Source: an optimization exercise on an open RTL-to-GDS flow (aim: small area, a short achievable clock period and few clock cycles per item). Production flows keep margins and buffers that such runs may drop. At most, simulation tests tie the RTL to the original design; equivalence was not proved. Power is estimated from default activity; no workload was simulated.

==> v2: inputs <==
==> flow/design.v (excerpt) <==
module ems_mapper_top (
   input  logic        clock,
   input  logic        reset,
   input  logic        req_valid,
   output logic        req_ready,
   input  logic [1:0]  req_mode,
   input  logic [15:0] req_io_port,
   input  logic [7:0]  req_write_data,
   input  logic [19:0] req_mem_address,
   output logic        rsp_valid,
   input  logic        rsp_ready,
   output logic [7:0]  rsp_read_data,
   output logic [2:0]  rsp_region,
   output logic        rsp_ems_hit,
   output logic [29:0] rsp_ems_address,
   input  logic        csr_valid,
   output logic        csr_ready,
   input  logic [7:0]  csr_index,
   input  logic [31:0] csr_wdata
);
clock: 5.0 ns
lec_check: 0
cap_margin: 20
core_margin: 2
core_utilization: 40
setup_slack_margin: 2.5
slew_margin: 20
standard.sh (not shown) runs the stock make flow with config.mk's settings and CLKGATE_MAP_FILE= SYNTH_SCRIPT=/design/flow/synth_recipe.tcl, a recipe that flattens the netlist after the stock synthesis.
==> flow/flow/run.sh <==
#!/bin/bash
# Layout flow: the standard flow (standard synthesis unchanged), with two
# placement/sizing settings changed after synthesis:
#  - the port buffers are buf_2 cells rather than the resizer's default pick
#    (a delay cell on this platform), so ports still get a buffer each;
#  - timing repair may swap a cell for one of another footprint (another
#    drive strength), not only for one of the same footprint.
# Each step's full output goes to a log file of its own in this folder.
set -euo pipefail
bash standard.sh synth > synth.log 2>&1
bash standard.sh MATCH_CELL_FOOTPRINT=0 \
   "BUFFER_PORTS_ARGS=-buffer_cell sky130_fd_sc_hd__buf_2" finish > layout.log 2>&1
==> v8: changes against v2 <==
--- a/flow/design.v
+++ b/flow/design.v
@@ -176,24 +176,21 @@
          end
       end
       add12 = p ^ {gg[10:0], 1'b0};
    endfunction
    logic [15:0] fp_ff [4];
-   logic [15:0] ems_seg_ff, ems_seg_nx;
-   logic [15:0] umb_seg_ff, umb_seg_nx;
-   logic        ems_okb_ff, umb_okb_ff;
-   logic [7:0]  ems_room_ff, umb_room_ff;
+   logic [15:0] ems_seg_ff;
+   logic [15:0] umb_seg_ff;
    logic        ncm_ff, nbr_ff;
    logic [19:0] boot_addr_ff;
    logic [20:0] boot_size_ff;
    logic [21:0] boot_end;
    logic        bld_ncm_ff, bld_nbr_ff;
    logic [8:0]  bld_first_ff;
    logic [8:0]  bld_last_ff;     
    logic        bld_big_ff;      
    logic          e_valid;
-   logic          e_new;       
    logic          e_lk;        
    logic          e_rd;        
    logic          e_rd_fp;     
    logic          e_rd_map;    
    logic          e_wfp;       
@@ -225,57 +222,40 @@
    assign a_pv   = (req_data.io_port[15:4] == PORT_BASE_W[15:4]);
    assign a_ofs  = req_data.io_port[3:0];
    assign a_wd   = req_data.write_data;
    assign a_addr = req_data.mem_address;
    assign a_wr   = (a_mode == epfmm_pkg::MODE_IO_WR) && a_pv;
-   always_comb begin
-      ems_seg_nx = ems_seg_ff;
-      umb_seg_nx = umb_seg_ff;
-      if (req_fire) begin
+   always_ff @(posedge clock) begin
+      if (reset) begin
+         ems_seg_ff <= '0;
+         umb_seg_ff <= '0;
+      end else if (req_fire) begin
          if (a_mode == epfmm_pkg::MODE_REBUILD) begin
-            ems_seg_nx = '0;
-            umb_seg_nx = '0;
+            ems_seg_ff <= '0;
+            umb_seg_ff <= '0;
          end else if (a_wr) begin
             unique case (a_ofs)
-               epfmm_pkg::OFS_EMS_LO: ems_seg_nx[7:0]  = a_wd;
-               epfmm_pkg::OFS_EMS_HI: ems_seg_nx[15:8] = a_wd;
-               epfmm_pkg::OFS_UMB_LO: umb_seg_nx[7:0]  = a_wd;
-               epfmm_pkg::OFS_UMB_HI: umb_seg_nx[15:8] = a_wd;
+               epfmm_pkg::OFS_EMS_LO: ems_seg_ff[7:0]  <= a_wd;
+               epfmm_pkg::OFS_EMS_HI: ems_seg_ff[15:8] <= a_wd;
+               epfmm_pkg::OFS_UMB_LO: umb_seg_ff[7:0]  <= a_wd;
+               epfmm_pkg::OFS_UMB_HI: umb_seg_ff[15:8] <= a_wd;
                default: ;
             endcase
          end
       end
    end
-   always_ff @(posedge clock) begin
-      if (reset) begin
-         ems_seg_ff  <= '0;
-         umb_seg_ff  <= '0;
-         ems_okb_ff  <= 1'b0;
-         umb_okb_ff  <= 1'b0;
-         ems_room_ff <= '0;
-         umb_room_ff <= '0;
-      end else begin
-         ems_seg_ff  <= ems_seg_nx;
-         umb_seg_ff  <= umb_seg_nx;
-         ems_okb_ff  <= ems_seg_nx[15] && (ems_seg_nx[14] || ems_seg_nx[13]);
-         umb_okb_ff  <= umb_seg_nx[15] && (umb_seg_nx[14] || umb_seg_nx[13]);
-         ems_room_ff <= 8'(add12({3'd0, ~ems_seg_nx[15:7]},
-                                 12'd480 + {11'd0, (ems_seg_nx[6:0] == 7'd0)}));
-         umb_room_ff <= 8'(add12({3'd0, ~umb_seg_nx[15:7]},
-                                 12'd480 + {11'd0, (umb_seg_nx[6:0] == 7'd0)}));
-      end
-   end
    logic [8:0]  a_sp;
+   logic [6:0]  a_sr;
    logic [10:0] a_cnt;
    logic [11:0] a_e;
    logic        a_ok;
    assign a_sp  = a_ofs[0] ? umb_seg_ff[15:7] : ems_seg_ff[15:7];
+   assign a_sr  = a_ofs[0] ? umb_seg_ff[6:0]  : ems_seg_ff[6:0];
    assign a_cnt = a_ofs[0] ? {3'd0, a_wd} : {a_wd, 3'd0};
    assign a_e   = add12({3'd0, a_sp}, {1'b0, a_cnt});
-   assign a_ok  = a_ofs[0] ? (umb_okb_ff && !lt9({1'b0, umb_room_ff}, {1'b0, a_wd})) :
-                             (ems_okb_ff && (a_wd[7:5] == 3'd0) &&
-                              !lt9({4'd0, ems_room_ff[7:3]}, {4'd0, a_wd[4:0]}));
+   assign a_ok  = a_sp[8] && (a_sp[7] || a_sp[6]) && (a_e[11:9] == 3'd0) &&
+                  ((a_e[8:5] != 4'hF) || ((a_e[4:0] == 5'd0) && (a_sr == 7'd0)));
    logic [5:0] a_fa, a_fb;
    logic [4:0] a_fb_p1;
    logic       a_lo_lt, a_hit;
    assign a_fa    = a_addr[19:14];
    assign a_fb    = ems_seg_ff[15:10];
@@ -304,16 +284,12 @@
       end
    end
    always_ff @(posedge clock) begin
       if (reset) begin
          e_valid <= 1'b0;
-         e_new   <= 1'b0;
-      end else begin
-         if (!hold) begin
-            e_valid <= req_valid;
-         end
-         e_new <= req_valid && !hold;
+      end else if (!hold) begin
+         e_valid <= req_valid;
       end
    end
    always_ff @(posedge clock) begin
       if (!hold) begin
          e_lk     <= (a_mode == epfmm_pkg::MODE_LOOKUP);
@@ -354,12 +330,12 @@
    logic       x_fill, x_rb;
    assign x_fill = e_valid && e_fill;
    assign x_rb   = e_valid && e_rb;
    epfmm_page_ram u_page_ram (
       .clock      (clock),
-      .clear      (reset || (e_new && e_rb)),
-      .fill_go    (e_new && e_fill),
+      .clear      (reset || (x_rb && !hold)),
+      .fill_go    (x_fill && !hold),
       .clear_pend (x_rb),
       .fill_pend  (x_fill),
       .fill_ems   (!e_ofs[0]),
       .fill_s     (e_addr[19:11]),
       .fill_e     (e_addr[8:0]),
@@ -406,11 +382,11 @@
    always_ff @(posedge clock) begin
       if (reset) begin
          for (int s = 0; s < 4; s++) begin
             fp_ff[s] <= epfmm_pkg::FP_RST;
          end
-      end else if (e_new) begin
+      end else if (e_valid && !hold) begin
          if (e_rb) begin
             for (int s = 0; s < 4; s++) begin
                fp_ff[s] <= epfmm_pkg::FP_RST;
             end
          end else if (e_wfp) begin
==> flow/run.sh (new file) <==
#!/bin/bash
# synth_recipe.tcl (not shown) runs the flow's synth.tcl, then flattens the netlist and writes it again
# the make line also repeats each setting of config.mk as NAME=value (left out here)
make -C /OpenROAD-flow-scripts/flow DESIGN_CONFIG=/design/flow/config.mk WORK_HOME=/design/flow/orfs CLKGATE_MAP_FILE= SYNTH_SCRIPT=/design/flow/synth_recipe.tcl finish
--- a/flow/config.mk
+++ b/flow/config.mk
@@ -6,7 +6,10 @@
 export NUM_CORES = 4
 export LEC_CHECK = 0
 export CAP_MARGIN = 20
 export CORE_MARGIN = 2
 export CORE_UTILIZATION = 40
-export SETUP_SLACK_MARGIN = 2.5
+export CTS_CLUSTER_DIAMETER = 80
+export CTS_CLUSTER_SIZE = 30
+export SETUP_SLACK_MARGIN = 2.2
 export SLEW_MARGIN = 20
+export TNS_END_PERCENT = 20
removed: flow/flow/run.sh
removed: flow/standard.sh
==> impl_summary.log <==
[metrics] TritonCTS Buffers: 31
[metrics] register fraction of the total cell area: 45.6%
[metrics] Clock group: roughly 3.2 mW
[metrics] combined area of the multi-input logic cells: roughly 13000 um^2
[metrics] met1 wire length: 38000 um
[metrics] met3 routed WL: between 8000 and 9000 um
[metrics] fraction of standard cell area in multi-input logic: approximately 40%
[metrics] maximum ir drop on the vdd rail: between 0.2 and 0.25 mV
[metrics] required time of the critical path: between 5000 and 6000 ps
[metrics] full die area: slightly above 70000 um^2
[metrics] run status: timing/DRC/antenna clean
(the above is from v8)
==> impl_summary.log <==
[metrics] run status: timing/DRC/antenna clean
[metrics] maximum ir drop on the vdd rail: ~0.24 mV
[metrics] Clock Pin Slew Worst Setup and Hold Paths: about 50 ps
[metrics] full die area: 73900 um^2
[metrics] combined area of the multi-input logic cells: 13800 um^2
[metrics] fraction of standard cell area in multi-input logic: about two fifths
[metrics] Clock group: between 5 and 6 mW
[metrics] required time of the critical path: around 5300 ps
(the above is from v2)
Testbench counts of v8, summed over its fixed seeds: cycles 7,101, items 7,085.
No functional check of the RTL was part of v2.


==> exp/ember: inputs <==
ems_mapper_top, a different RTL version from the one above (not shown whole).
// ems_mapper_top
module ems_mapper_top (
   input  logic        clock,
   input  logic        reset,
   input  logic        req_valid,
   output logic        req_ready,
   input  logic [1:0]  req_mode,
   input  logic [15:0] req_io_port,
   input  logic [7:0]  req_write_data,
   input  logic [19:0] req_mem_address,
   output logic        rsp_valid,
   input  logic        rsp_ready,
   output logic [7:0]  rsp_read_data,
   output logic [2:0]  rsp_region,
   output logic        rsp_ems_hit,
   output logic [29:0] rsp_ems_address,
   input  logic        csr_valid,
   output logic        csr_ready,
   input  logic [7:0]  csr_index,
   input  logic [31:0] csr_wdata
);
==> flow/config.mk <==
export PLATFORM = sky130hd
export DESIGN_NAME = ems_mapper_top
export DESIGN_NICKNAME = ems_mapper_top
export VERILOG_FILES = /design/flow/design.v
export SDC_FILE = /design/flow/constraint.sdc
export NUM_CORES = 4
export LEC_CHECK = 0
export CAP_MARGIN = 20
export CORE_MARGIN = 2
export CORE_UTILIZATION = 40
export SETUP_SLACK_MARGIN = 2.0
export SLEW_MARGIN = 20
==> flow/constraint.sdc <==
create_clock -name core_clock -period 5.0 [get_ports {clock}]
set_input_delay 1.0000 -clock core_clock [delete_from_list [all_inputs] [get_ports {clock}]]
set_output_delay 1.0000 -clock core_clock [all_outputs]
set_load 0.01 [all_outputs]
run.sh (not shown) runs the stock make flow with config.mk's settings and CLKGATE_MAP_FILE= SYNTH_SCRIPT=/design/flow/synth_recipe.tcl, a recipe that flattens the netlist after the stock synthesis.
Stock flow here: none of the scripts above is used.
==> exp/fjord: changes against exp/ember <==
--- a/flow/design.v
+++ b/flow/design.v
@@ -182,15 +182,15 @@
    assign a_wd   = req_data.write_data;
    assign a_wr   = (a_mode == epfmm_pkg::MODE_IO_WR) && a_pv;
    assign a_sp  = a_ofs[0] ? umb_seg_in[15:7] : ems_seg_in[15:7];
    assign a_sr  = a_ofs[0] ? umb_seg_in[6:0]  : ems_seg_in[6:0];
    assign a_cnt = a_ofs[0] ? {3'd0, a_wd} : {a_wd, 3'd0};
    assign a_e   = {3'd0, a_sp} + {1'b0, a_cnt};
    assign a_ok  = (a_sp >= 9'd320) && ((a_e < 12'd480) || ((a_e == 12'd480) && (a_sr == 7'd0)));
-   assign a_page = a_mode[1] ? req_data.mem_address[19:11] : umb_seg_in[15:7];
+   assign a_page = a_mode[1] ? req_data.mem_address[19:11] : a_sp;
    always_comb begin
       if (!bld_nbr_ff && ({2'd0, a_page} >= {2'd0, bld_first_ff}) &&
           ({2'd0, a_page} < bld_last_ff)) begin
          a_scode = 2'(epfmm_pkg::RG_BOOTROM);
       end else if (!bld_nbr_ff && ({2'd0, a_page} == bld_last_ff)) begin
          a_scode = 2'(epfmm_pkg::RG_SDCARD);
       end else if (!bld_ncm_ff && (a_page < epfmm_pkg::CONV_PAGES)) begin
--- a/flow/config.mk
+++ b/flow/config.mk
@@ -4,9 +4,8 @@
 export VERILOG_FILES = /design/flow/design.v
 export SDC_FILE = /design/flow/constraint.sdc
 export NUM_CORES = 4
 export LEC_CHECK = 0
 export CAP_MARGIN = 20
 export CORE_MARGIN = 2
 export CORE_UTILIZATION = 40
-export SETUP_SLACK_MARGIN = 2.0
 export SLEW_MARGIN = 20
==> exp/delta: changes against exp/ember <==
--- a/flow/config.mk
+++ b/flow/config.mk
@@ -4,9 +4,9 @@
 export VERILOG_FILES = /design/flow/design.v
 export SDC_FILE = /design/flow/constraint.sdc
 export NUM_CORES = 4
 export LEC_CHECK = 0
 export CAP_MARGIN = 20
 export CORE_MARGIN = 2
 export CORE_UTILIZATION = 40
-export SETUP_SLACK_MARGIN = 2.0
+export SETUP_SLACK_MARGIN = 2.5
 export SLEW_MARGIN = 20
==> notes <==
- exp/fjord produced a clean layout. exp/ember went through all stages and came out clean. exp/delta went through all stages and came out clean.
- The highest core utilization belongs to exp/delta, the lowest to exp/fjord.
- Between exp/delta and exp/ember, the lower register-to-register slack is in exp/ember (gap 0.07 ns).
- In combinational power, exp/fjord and exp/ember hardly differ.
- Of exp/ember and exp/fjord, exp/ember has the higher maximum frequency (gap 22%, measured against exp/fjord).
- Between exp/fjord and exp/delta, the lower area after synthesis is in exp/delta (gap about 0.3%, measured against exp/delta).
- The highest clock power belongs to exp/delta, the lowest to exp/ember.
- Setup slack: exp/delta is higher than exp/ember (0.068 ns).
- Non-clock buffer count: exp/delta > exp/ember > exp/fjord.
==> figures <==
Run status: exp/delta timing/DRC/antenna clean; exp/fjord timing/DRC/antenna clean; exp/ember timing/DRC/antenna clean
Fraction of power consumed by sequential logic: exp/delta 0.430; exp/fjord 0.458; exp/ember 0.458
Post-synthesis xor/xnor area fraction: exp/delta 0.00596; exp/fjord 0.00688; exp/ember 0.00596
Fill cell count: exp/delta 5976; exp/fjord 6417; exp/ember 5993
Fmax achieved: exp/delta 296 MHz; exp/fjord 237 MHz; exp/ember 290 MHz
Static leakage: exp/delta 12.0 nW; exp/fjord 10.8 nW; exp/ember 11.3 nW
Switching pwr: exp/delta 3.16 mW; exp/fjord 3.07 mW; exp/ember 3.00 mW
PnR worst setup slack: exp/delta 1.62 ns; exp/fjord 0.788 ns; exp/ember 1.55 ns
Netlist cell types: exp/delta 74; exp/fjord 69; exp/ember 74
Worst max-slew margin expressed relative to the limit: exp/delta 0.496; exp/fjord 0.0258; exp/ember 0.261
Power share of the clock group: exp/delta 0.429; exp/fjord 0.412; exp/ember 0.411
Placed Cells: exp/delta 3382; exp/fjord 3483; exp/ember 3394
Slowest library cell on the worst path: exp/delta sky130_fd_sc_hd__dfxtp_4; exp/fjord sky130_fd_sc_hd__dfxtp_1; exp/ember sky130_fd_sc_hd__edfxtp_1
Filler-free cell count of the finished design: exp/delta 3642; exp/fjord 3598; exp/ember 3593
Fraction of post-synthesis cell area in the top cell type by area: exp/delta 0.344; exp/fjord 0.343; exp/ember 0.344
Routed vias/inst: exp/delta 6.02; exp/fjord 5.96; exp/ember 5.98
Internal power component: exp/delta 8.99 mW; exp/fjord 8.45 mW; exp/ember 8.45 mW
Maximum single-stage delay on the critical path: exp/delta 0.40 ns; exp/fjord 0.59 ns; exp/ember 0.49 ns
Testbench counts of exp/fjord, summed over its fixed seeds: cycles 7,101, items 7,085.
Only the layout flow was run in exp/ember and exp/delta; the RTL was not checked for function there.


==> inputs of run P <==
ems_mapper_top, a different RTL version from the one above (not shown whole).
Settings: LEC_CHECK=0, CAP_MARGIN=20, CORE_MARGIN=2, CORE_UTILIZATION=40, SETUP_SLACK_MARGIN=2.2, SLEW_MARGIN=20; clock period 5.0 ns.
==> inputs of run X, as changes to run P <==
--- a/flow/design.v
+++ b/flow/design.v
@@ -77,68 +77,59 @@
                e[i] = e[i] & e[i - (1 << k)];
             end
          end
       end
       lt5 = g[4];
    endfunction
    logic [NG-1:0] g_first, g_last, g_full;
-   logic [NG-1:0] w_first, w_both, w_last, w_full;
-   logic [W-1:0]  l_ge, l_lt, l_both, l_first;
+   logic [NG-1:0] w_first, w_last, w_full;
+   logic [W-1:0]  l_first, l_lt;
    logic          same;
    logic [N-1:0]  we;
    always_comb begin
       same = (fill_s[8:5] == fill_e[8:5]);
       for (int g = 0; g < NG; g++) begin
          g_first[g] = (4'(G0 + g) == fill_s[8:5]);
          g_last[g]  = !same && (4'(G0 + g) == fill_e[8:5]);
          g_full[g]  = (4'(G0 + g) > fill_s[8:5]) && (4'(G0 + g) < fill_e[8:5]);
-         w_first[g] = fill_go && g_first[g] && !same;
-         w_both[g]  = fill_go && g_first[g] && same;
+         w_first[g] = fill_go && g_first[g];
          w_last[g]  = fill_go && g_last[g];
          w_full[g]  = fill_go && g_full[g];
       end
       for (int l = 0; l < W; l++) begin
-         l_ge[l]    = (5'(l) >= fill_s[4:0]);
          l_lt[l]    = (5'(l) < fill_e[4:0]);
-         l_both[l]  = l_ge[l] && l_lt[l];
-         l_first[l] = l_ge[l] && (l_lt[l] || !same);
+         l_first[l] = (5'(l) >= fill_s[4:0]) && (l_lt[l] || !same);
       end
       for (int i = 0; i < N; i++) begin
-         we[i] = w_full[i/W] || (w_first[i/W] && l_ge[i%W]) ||
-                 (w_both[i/W] && l_both[i%W]) || (w_last[i/W] && l_lt[i%W]);
+         we[i] = w_full[i/W] || (w_first[i/W] && l_first[i%W]) ||
+                 (w_last[i/W] && l_lt[i%W]);
       end
    end
    always_ff @(posedge clock) begin
       for (int i = 0; i < N; i++) begin
          if (clear) begin
             ovr_ff[i] <= 1'b0;
          end else if (we[i]) begin
             ovr_ff[i] <= 1'b1;
          end
          if (we[i]) begin
             ems_ff[i] <= fill_ems;
          end
       end
    end
-   logic [W-1:0]  r_hot;
    logic          r_lt, r_first;
-   logic [NG-1:0] r_we, r_ovr, r_ems;
+   logic [NG-1:0] r_we;
+   assign r_lt    = lt5(rd_lane, fill_e[4:0]);
+   assign r_first = !lt5(rd_lane, fill_s[4:0]) && (r_lt || !same);
    always_comb begin
-      for (int l = 0; l < W; l++) begin
-         r_hot[l] = (rd_lane == 5'(l));
-      end
-      r_lt    = lt5(rd_lane, fill_e[4:0]);
-      r_first = !lt5(rd_lane, fill_s[4:0]) && (r_lt || !same);
       for (int g = 0; g < NG; g++) begin
-         r_ovr[g]  = |(r_hot & ovr_ff[g*W +: W]);
-         r_ems[g]  = |(r_hot & ems_ff[g*W +: W]);
          r_we[g]   = fill_pend && (g_full[g] || (g_first[g] && r_first) ||
                                    (g_last[g] && r_lt));
-         rd_ovr[g] = !clear_pend && (r_we[g] || r_ovr[g]);
-         rd_ems[g] = r_we[g] ? fill_ems : r_ems[g];
+         rd_ovr[g] = !clear_pend && (r_we[g] || ovr_ff[g*W + 32'(rd_lane)]);
+         rd_ems[g] = r_we[g] ? fill_ems : ems_ff[g*W + 32'(rd_lane)];
       end
    end
 endmodule
 module ems_page_frame_memory_mapper_unit #(
    parameter int unsigned PORT_BASE = 608    
 ) (
    input  logic               clock,
@@ -183,28 +174,25 @@
                pp[i] = pp[i] & pp[i - (1 << k)];
             end
          end
       end
       add12 = p ^ {gg[10:0], 1'b0};
    endfunction
    logic [15:0] fp_ff [4];
-   logic [15:0] ems_seg_ff, ems_seg_nx;
-   logic [15:0] umb_seg_ff, umb_seg_nx;
-   logic        ems_okb_ff, umb_okb_ff;
-   logic [7:0]  ems_room_ff, umb_room_ff;
+   logic [15:0] ems_seg_ff;
+   logic [15:0] umb_seg_ff;
    logic        ncm_ff, nbr_ff;
    logic [19:0] boot_addr_ff;
    logic [20:0] boot_size_ff;
    logic [21:0] boot_end;
    logic        bld_ncm_ff, bld_nbr_ff;
    logic [8:0]  bld_first_ff;
    logic [8:0]  bld_last_ff;     
    logic        bld_big_ff;      
    logic          e_valid;
-   logic          e_new;       
    logic          e_lk;        
    logic          e_rd;        
    logic          e_rd_fp;     
    logic          e_rd_map;    
    logic          e_wfp;       
    logic          e_fill;      
    logic          e_rb;        
@@ -232,63 +220,44 @@
    logic        a_wr;
    assign a_mode = req_data.mode;
    assign a_pv   = (req_data.io_port[15:4] == PORT_BASE_W[15:4]);
    assign a_ofs  = req_data.io_port[3:0];
    assign a_wd   = req_data.write_data;
    assign a_addr = req_data.mem_address;
    assign a_wr   = (a_mode == epfmm_pkg::MODE_IO_WR) && a_pv;
-   always_comb begin
-      ems_seg_nx = ems_seg_ff;
-      umb_seg_nx = umb_seg_ff;
-      if (req_fire) begin
+   always_ff @(posedge clock) begin
+      if (reset) begin
+         ems_seg_ff <= '0;
+         umb_seg_ff <= '0;
+      end else if (req_fire) begin
          if (a_mode == epfmm_pkg::MODE_REBUILD) begin
-            ems_seg_nx = '0;
-            umb_seg_nx = '0;
+            ems_seg_ff <= '0;
+            umb_seg_ff <= '0;
          end else if (a_wr) begin
             unique case (a_ofs)
-               epfmm_pkg::OFS_EMS_LO: ems_seg_nx[7:0]  = a_wd;
-               epfmm_pkg::OFS_EMS_HI: ems_seg_nx[15:8] = a_wd;
-               epfmm_pkg::OFS_UMB_LO: umb_seg_nx[7:0]  = a_wd;
-               epfmm_pkg::OFS_UMB_HI: umb_seg_nx[15:8] = a_wd;
+               epfmm_pkg::OFS_EMS_LO: ems_seg_ff[7:0]  <= a_wd;
+               epfmm_pkg::OFS_EMS_HI: ems_seg_ff[15:8] <= a_wd;
+               epfmm_pkg::OFS_UMB_LO: umb_seg_ff[7:0]  <= a_wd;
+               epfmm_pkg::OFS_UMB_HI: umb_seg_ff[15:8] <= a_wd;
                default: ;
             endcase
          end
       end
    end
-   always_ff @(posedge clock) begin
-      if (reset) begin
-         ems_seg_ff  <= '0;
-         umb_seg_ff  <= '0;
-         ems_okb_ff  <= 1'b0;
-         umb_okb_ff  <= 1'b0;
-         ems_room_ff <= '0;
-         umb_room_ff <= '0;
-      end else begin
-         ems_seg_ff  <= ems_seg_nx;
-         umb_seg_ff  <= umb_seg_nx;
-         ems_okb_ff  <= ems_seg_nx[15] && (ems_seg_nx[14] || ems_seg_nx[13]) &&
-                        (ems_seg_nx[15:12] != 4'hF);
-         umb_okb_ff  <= umb_seg_nx[15] && (umb_seg_nx[14] || umb_seg_nx[13]) &&
-                        (umb_seg_nx[15:12] != 4'hF);
-         ems_room_ff <= 8'(add12({3'd0, ~ems_seg_nx[15:7]},
-                                 12'd480 + {11'd0, (ems_seg_nx[6:0] == 7'd0)}));
-         umb_room_ff <= 8'(add12({3'd0, ~umb_seg_nx[15:7]},
-                                 12'd480 + {11'd0, (umb_seg_nx[6:0] == 7'd0)}));
-      end
-   end
    logic [8:0]  a_sp;
+   logic [6:0]  a_sr;
    logic [10:0] a_cnt;
    logic [11:0] a_e;
    logic        a_ok;
    assign a_sp  = a_ofs[0] ? umb_seg_ff[15:7] : ems_seg_ff[15:7];
+   assign a_sr  = a_ofs[0] ? umb_seg_ff[6:0]  : ems_seg_ff[6:0];
    assign a_cnt = a_ofs[0] ? {3'd0, a_wd} : {a_wd, 3'd0};
    assign a_e   = add12({3'd0, a_sp}, {1'b0, a_cnt});
-   assign a_ok  = a_ofs[0] ? (umb_okb_ff && !lt9({1'b0, umb_room_ff}, {1'b0, a_wd})) :
-                             (ems_okb_ff && (a_wd[7:5] == 3'd0) &&
-                              !lt9({4'd0, ems_room_ff[7:3]}, {4'd0, a_wd[4:0]}));
+   assign a_ok  = a_sp[8] && (a_sp[7] || a_sp[6]) && (a_e[11:9] == 3'd0) &&
+                  ((a_e[8:5] != 4'hF) || ((a_e[4:0] == 5'd0) && (a_sr == 7'd0)));
    logic [5:0] a_fa, a_fb;
    logic [4:0] a_fb_p1;
    logic       a_lo_lt, a_hit;
    assign a_fa    = a_addr[19:14];
    assign a_fb    = ems_seg_ff[15:10];
    assign a_fb_p1 = 5'(a_fb[5:2]) + 5'd1;
    assign a_lo_lt = (a_fa[1:0] < a_fb[1:0]);
@@ -313,20 +282,16 @@
       end else begin
          a_scode = 2'(epfmm_pkg::RG_UNUSED);
       end
    end
    always_ff @(posedge clock) begin
       if (reset) begin
          e_valid <= 1'b0;
-         e_new   <= 1'b0;
-      end else begin
-         if (!hold) begin
-            e_valid <= req_valid;
-         end
-         e_new <= req_valid && !hold;
+      end else if (!hold) begin
+         e_valid <= req_valid;
       end
    end
    always_ff @(posedge clock) begin
       if (!hold) begin
          e_lk     <= (a_mode == epfmm_pkg::MODE_LOOKUP);
          e_rd     <= (a_mode == epfmm_pkg::MODE_IO_RD);
          e_rd_fp  <= (a_mode == epfmm_pkg::MODE_IO_RD) && a_pv && !a_ofs[3];
@@ -363,16 +328,16 @@
       end
    end
    logic       x_fill, x_rb;
    assign x_fill = e_valid && e_fill;
    assign x_rb   = e_valid && e_rb;
    epfmm_page_ram u_page_ram (
       .clock      (clock),
-      .clear      (reset || (e_new && e_rb)),
-      .fill_go    (e_new && e_fill),
+      .clear      (reset || (x_rb && !hold)),
+      .fill_go    (x_fill && !hold),
       .clear_pend (x_rb),
       .fill_pend  (x_fill),
       .fill_ems   (!e_ofs[0]),
       .fill_s     (e_addr[19:11]),
       .fill_e     (e_addr[8:0]),
       .rd_lane    (a_page[4:0]),
       .rd_ovr     (a_govr),
@@ -415,15 +380,15 @@
       end
    end
    always_ff @(posedge clock) begin
       if (reset) begin
          for (int s = 0; s < 4; s++) begin
             fp_ff[s] <= epfmm_pkg::FP_RST;
          end
-      end else if (e_new) begin
+      end else if (e_valid && !hold) begin
          if (e_rb) begin
             for (int s = 0; s < 4; s++) begin
                fp_ff[s] <= epfmm_pkg::FP_RST;
             end
          end else if (e_wfp) begin
             if (e_ofs[0]) begin
                fp_ff[e_ofs[2:1]][15:8] <= e_wd;
==> flow/flow/run.sh (new file) <==
#!/bin/bash
# Layout flow: the standard flow (standard synthesis unchanged), with two
# placement/sizing settings changed after synthesis:
#  - the port buffers are buf_2 cells rather than the resizer's default pick
#    (a delay cell on this platform), so ports still get a buffer each;
#  - timing repair may swap a cell for one of another footprint (another
#    drive strength), not only for one of the same footprint.
# Each step's full output goes to a log file of its own in this folder.
set -euo pipefail
bash standard.sh synth > synth.log 2>&1
bash standard.sh MATCH_CELL_FOOTPRINT=0 \
   "BUFFER_PORTS_ARGS=-buffer_cell sky130_fd_sc_hd__buf_2" finish > layout.log 2>&1
==> flow/standard.sh (new file) <==
#!/bin/bash
# synth_recipe.tcl (not shown) runs the flow's synth.tcl, then flattens the netlist and writes it again
# the make line also repeats each setting of config.mk as NAME=value (left out here)
make -C /OpenROAD-flow-scripts/flow DESIGN_CONFIG=/design/flow/config.mk WORK_HOME=/design/flow/orfs CLKGATE_MAP_FILE= SYNTH_SCRIPT=/design/flow/synth_recipe.tcl "${@:-finish}"
Settings changed: SETUP_SLACK_MARGIN 2.2 to 2.5.
removed: flow/run.sh
==> inputs of run Z, as changes to run P <==
--- a/flow/design.v
+++ b/flow/design.v
@@ -77,38 +77,35 @@
                e[i] = e[i] & e[i - (1 << k)];
             end
          end
       end
       lt5 = g[4];
    endfunction
    logic [NG-1:0] g_first, g_last, g_full;
-   logic [NG-1:0] w_first, w_both, w_last, w_full;
-   logic [W-1:0]  l_ge, l_lt, l_both, l_first;
+   logic [NG-1:0] w_first, w_last, w_full;
+   logic [W-1:0]  l_first, l_lt;
    logic          same;
    logic [N-1:0]  we;
    always_comb begin
       same = (fill_s[8:5] == fill_e[8:5]);
       for (int g = 0; g < NG; g++) begin
          g_first[g] = (4'(G0 + g) == fill_s[8:5]);
          g_last[g]  = !same && (4'(G0 + g) == fill_e[8:5]);
          g_full[g]  = (4'(G0 + g) > fill_s[8:5]) && (4'(G0 + g) < fill_e[8:5]);
-         w_first[g] = fill_go && g_first[g] && !same;
-         w_both[g]  = fill_go && g_first[g] && same;
+         w_first[g] = fill_go && g_first[g];
          w_last[g]  = fill_go && g_last[g];
          w_full[g]  = fill_go && g_full[g];
       end
       for (int l = 0; l < W; l++) begin
-         l_ge[l]    = (5'(l) >= fill_s[4:0]);
          l_lt[l]    = (5'(l) < fill_e[4:0]);
-         l_both[l]  = l_ge[l] && l_lt[l];
-         l_first[l] = l_ge[l] && (l_lt[l] || !same);
+         l_first[l] = (5'(l) >= fill_s[4:0]) && (l_lt[l] || !same);
       end
       for (int i = 0; i < N; i++) begin
-         we[i] = w_full[i/W] || (w_first[i/W] && l_ge[i%W]) ||
-                 (w_both[i/W] && l_both[i%W]) || (w_last[i/W] && l_lt[i%W]);
+         we[i] = w_full[i/W] || (w_first[i/W] && l_first[i%W]) ||
+                 (w_last[i/W] && l_lt[i%W]);
       end
    end
    always_ff @(posedge clock) begin
       for (int i = 0; i < N; i++) begin
          if (clear) begin
             ovr_ff[i] <= 1'b0;
          end else if (we[i]) begin
@@ -183,28 +180,25 @@
                pp[i] = pp[i] & pp[i - (1 << k)];
             end
          end
       end
       add12 = p ^ {gg[10:0], 1'b0};
    endfunction
    logic [15:0] fp_ff [4];
-   logic [15:0] ems_seg_ff, ems_seg_nx;
-   logic [15:0] umb_seg_ff, umb_seg_nx;
-   logic        ems_okb_ff, umb_okb_ff;
-   logic [7:0]  ems_room_ff, umb_room_ff;
+   logic [15:0] ems_seg_ff;
+   logic [15:0] umb_seg_ff;
    logic        ncm_ff, nbr_ff;
    logic [19:0] boot_addr_ff;
    logic [20:0] boot_size_ff;
    logic [21:0] boot_end;
    logic        bld_ncm_ff, bld_nbr_ff;
    logic [8:0]  bld_first_ff;
    logic [8:0]  bld_last_ff;     
    logic        bld_big_ff;      
    logic          e_valid;
-   logic          e_new;       
    logic          e_lk;        
    logic          e_rd;        
    logic          e_rd_fp;     
    logic          e_rd_map;    
    logic          e_wfp;       
    logic          e_fill;      
    logic          e_rb;        
@@ -232,63 +226,44 @@
    logic        a_wr;
    assign a_mode = req_data.mode;
    assign a_pv   = (req_data.io_port[15:4] == PORT_BASE_W[15:4]);
    assign a_ofs  = req_data.io_port[3:0];
    assign a_wd   = req_data.write_data;
    assign a_addr = req_data.mem_address;
    assign a_wr   = (a_mode == epfmm_pkg::MODE_IO_WR) && a_pv;
-   always_comb begin
-      ems_seg_nx = ems_seg_ff;
-      umb_seg_nx = umb_seg_ff;
-      if (req_fire) begin
+   always_ff @(posedge clock) begin
+      if (reset) begin
+         ems_seg_ff <= '0;
+         umb_seg_ff <= '0;
+      end else if (req_fire) begin
          if (a_mode == epfmm_pkg::MODE_REBUILD) begin
-            ems_seg_nx = '0;
-            umb_seg_nx = '0;
+            ems_seg_ff <= '0;
+            umb_seg_ff <= '0;
          end else if (a_wr) begin
             unique case (a_ofs)
-               epfmm_pkg::OFS_EMS_LO: ems_seg_nx[7:0]  = a_wd;
-               epfmm_pkg::OFS_EMS_HI: ems_seg_nx[15:8] = a_wd;
-               epfmm_pkg::OFS_UMB_LO: umb_seg_nx[7:0]  = a_wd;
-               epfmm_pkg::OFS_UMB_HI: umb_seg_nx[15:8] = a_wd;
+               epfmm_pkg::OFS_EMS_LO: ems_seg_ff[7:0]  <= a_wd;
+               epfmm_pkg::OFS_EMS_HI: ems_seg_ff[15:8] <= a_wd;
+               epfmm_pkg::OFS_UMB_LO: umb_seg_ff[7:0]  <= a_wd;
+               epfmm_pkg::OFS_UMB_HI: umb_seg_ff[15:8] <= a_wd;
                default: ;
             endcase
          end
       end
    end
-   always_ff @(posedge clock) begin
-      if (reset) begin
-         ems_seg_ff  <= '0;
-         umb_seg_ff  <= '0;
-         ems_okb_ff  <= 1'b0;
-         umb_okb_ff  <= 1'b0;
-         ems_room_ff <= '0;
-         umb_room_ff <= '0;
-      end else begin
-         ems_seg_ff  <= ems_seg_nx;
-         umb_seg_ff  <= umb_seg_nx;
-         ems_okb_ff  <= ems_seg_nx[15] && (ems_seg_nx[14] || ems_seg_nx[13]) &&
-                        (ems_seg_nx[15:12] != 4'hF);
-         umb_okb_ff  <= umb_seg_nx[15] && (umb_seg_nx[14] || umb_seg_nx[13]) &&
-                        (umb_seg_nx[15:12] != 4'hF);
-         ems_room_ff <= 8'(add12({3'd0, ~ems_seg_nx[15:7]},
-                                 12'd480 + {11'd0, (ems_seg_nx[6:0] == 7'd0)}));
-         umb_room_ff <= 8'(add12({3'd0, ~umb_seg_nx[15:7]},
-                                 12'd480 + {11'd0, (umb_seg_nx[6:0] == 7'd0)}));
-      end
-   end
    logic [8:0]  a_sp;
+   logic [6:0]  a_sr;
    logic [10:0] a_cnt;
    logic [11:0] a_e;
    logic        a_ok;
    assign a_sp  = a_ofs[0] ? umb_seg_ff[15:7] : ems_seg_ff[15:7];
+   assign a_sr  = a_ofs[0] ? umb_seg_ff[6:0]  : ems_seg_ff[6:0];
    assign a_cnt = a_ofs[0] ? {3'd0, a_wd} : {a_wd, 3'd0};
    assign a_e   = add12({3'd0, a_sp}, {1'b0, a_cnt});
-   assign a_ok  = a_ofs[0] ? (umb_okb_ff && !lt9({1'b0, umb_room_ff}, {1'b0, a_wd})) :
-                             (ems_okb_ff && (a_wd[7:5] == 3'd0) &&
-                              !lt9({4'd0, ems_room_ff[7:3]}, {4'd0, a_wd[4:0]}));
+   assign a_ok  = a_sp[8] && (a_sp[7] || a_sp[6]) && (a_e[11:9] == 3'd0) &&
+                  ((a_e[8:5] != 4'hF) || ((a_e[4:0] == 5'd0) && (a_sr == 7'd0)));
    logic [5:0] a_fa, a_fb;
    logic [4:0] a_fb_p1;
    logic       a_lo_lt, a_hit;
    assign a_fa    = a_addr[19:14];
    assign a_fb    = ems_seg_ff[15:10];
    assign a_fb_p1 = 5'(a_fb[5:2]) + 5'd1;
    assign a_lo_lt = (a_fa[1:0] < a_fb[1:0]);
@@ -313,20 +288,16 @@
       end else begin
          a_scode = 2'(epfmm_pkg::RG_UNUSED);
       end
    end
    always_ff @(posedge clock) begin
       if (reset) begin
          e_valid <= 1'b0;
-         e_new   <= 1'b0;
-      end else begin
-         if (!hold) begin
-            e_valid <= req_valid;
-         end
-         e_new <= req_valid && !hold;
+      end else if (!hold) begin
+         e_valid <= req_valid;
       end
    end
    always_ff @(posedge clock) begin
       if (!hold) begin
          e_lk     <= (a_mode == epfmm_pkg::MODE_LOOKUP);
          e_rd     <= (a_mode == epfmm_pkg::MODE_IO_RD);
          e_rd_fp  <= (a_mode == epfmm_pkg::MODE_IO_RD) && a_pv && !a_ofs[3];
@@ -363,16 +334,16 @@
       end
    end
    logic       x_fill, x_rb;
    assign x_fill = e_valid && e_fill;
    assign x_rb   = e_valid && e_rb;
    epfmm_page_ram u_page_ram (
       .clock      (clock),
-      .clear      (reset || (e_new && e_rb)),
-      .fill_go    (e_new && e_fill),
+      .clear      (reset || (x_rb && !hold)),
+      .fill_go    (x_fill && !hold),
       .clear_pend (x_rb),
       .fill_pend  (x_fill),
       .fill_ems   (!e_ofs[0]),
       .fill_s     (e_addr[19:11]),
       .fill_e     (e_addr[8:0]),
       .rd_lane    (a_page[4:0]),
       .rd_ovr     (a_govr),
@@ -415,15 +386,15 @@
       end
    end
    always_ff @(posedge clock) begin
       if (reset) begin
          for (int s = 0; s < 4; s++) begin
             fp_ff[s] <= epfmm_pkg::FP_RST;
          end
-      end else if (e_new) begin
+      end else if (e_valid && !hold) begin
          if (e_rb) begin
             for (int s = 0; s < 4; s++) begin
                fp_ff[s] <= epfmm_pkg::FP_RST;
             end
          end else if (e_wfp) begin
             if (e_ofs[0]) begin
                fp_ff[e_ofs[2:1]][15:8] <= e_wd;
==> comparison table <==
Result of the run: run P timing/DRC/antenna clean; run X timing/DRC/antenna clean; run Z timing/DRC/antenna clean
Sequential cell area: run P 0.0151 sq mm; run X 0.0148 sq mm; run Z 0.0148 sq mm
Final Core Density: run P 50.8%; run X 50.2%; run Z 49.5%
Register-to-register path setup slack: run P 2.10 ns; run X 2.24 ns; run Z 2.10 ns
Instance count after placement with tap cells included: run P 3637; run X 3495; run Z 3334
Clock buffer count in the final layout: run P 89; run X 100; run Z 84
Drt pass-1 iters: run P 7; run X 6; run Z 7
Detailed-routed wire length on met2: run P 47600 microns; run X 43000 microns; run Z 43300 microns
Portion of the post-synthesis area used by sequential elements: run P 53.7%; run X 52.9%; run Z 53.6%
Combinational cell power: run P 1.19 mW; run X 1.31 mW; run Z 1.12 mW
End of the worst register-to-register path: run P u_unit.e_gems[2]$_DFFE_PN_; run X u_unit.e_fill$_DFFE_PN_; run Z u_unit.e_gems[0]$_DFFE_PN_
Launch point of the worst hold path: run P u_unit.boot_addr_ff[0]$_SDFFE_PP0P_; run X u_unit.boot_size_ff[18]$_SDFFE_PP0P_; run Z u_unit.boot_addr_ff[6]$_SDFFE_PP0P_
Post-synthesis mux area share: run P 5.18%; run X 7.88%; run Z 5.67%
Number of cells on the critical path: run P 10; run X 11; run Z 10
Combinational cell fraction of total power: run P 10.2%; run X 11.4%; run Z 10.3%
First-pass GRT wire length: run P 157000 microns; run X 139000 microns; run Z 142000 microns
Final Routed Wirelength: run P 110000 microns; run X 94500 microns; run Z 97700 microns
Floorplan die height: run P 269 microns; run X 268 microns; run Z 267 microns
Critical path origin: run P req_io_port[7]; run X req_io_port[0]; run Z req_mode[1]
Seq area share: run P 42.6%; run X 42.8%; run Z 43.7%
Initial standard-cell utilization of the core: run P 40.3%; run X 40.6%; run Z 40.3%
Post-cts resize count: run P 293; run X 179; run Z 154
Switching share of power: run P 25.4%; run X 25.5%; run Z 25.1%
Share of synthesized cell area in and, or, nand and nor gates: run P 12.9%; run X 15.4%; run Z 12.6%
Testbench counts of run X, summed over its fixed seeds: cycles 7,101, items 7,085.
Function not checked in run P and run Z: the RTL went through the layout flow alone.

[separate check: timing with driven ports]
In the flow no input, the clock included, has a driving cell. The finished layouts below were timed again as built, in two steps. Step 1 assumes that a clkbuf_16 drives the clock port and a buf_2 every other input. Step 2 moves the port delays by t, midway between the first and last clock arrival at a register: inputs arrive t later, outputs are due t later. That takes back most of the time a late clock gives input paths. a / b / c = no drivers / after step 1 / after step 2; a / b = the first two.
| run | shift t [ns] | slack for setup (ns) | latest minus earliest clock arrival (ns) |
|---|---|---|---|
| v2 | 0.676 | 2.080 / 2.026 / 1.350 | 0.030 / 0.030 |
| v8 | 0.710 | 2.030 / 2.036 / 1.326 | 0.029 / 0.030 |
| exp/ember | 0.697 | 1.553 / 1.553 / 0.998 | 0.050 / 0.050 |
| exp/fjord | 0.689 | 0.788 / 0.788 / 0.193 | 0.031 / 0.032 |
| exp/delta | 0.693 | 1.621 / 1.621 / 1.024 | 0.029 / 0.029 |
| run P | 0.688 | 1.736 / 1.772 / 1.085 | 0.017 / 0.017 |
| run X | 0.665 | 2.069 / 2.047 / 1.382 | 0.024 / 0.024 |
| run Z | 0.706 | 2.052 / 2.043 / 1.337 | 0.033 / 0.034 |
After both steps setup and hold are still met in every run listed. The setup slack of v2, which loses most, moves by -0.054 ns with the drivers and by -0.730 ns with both steps.
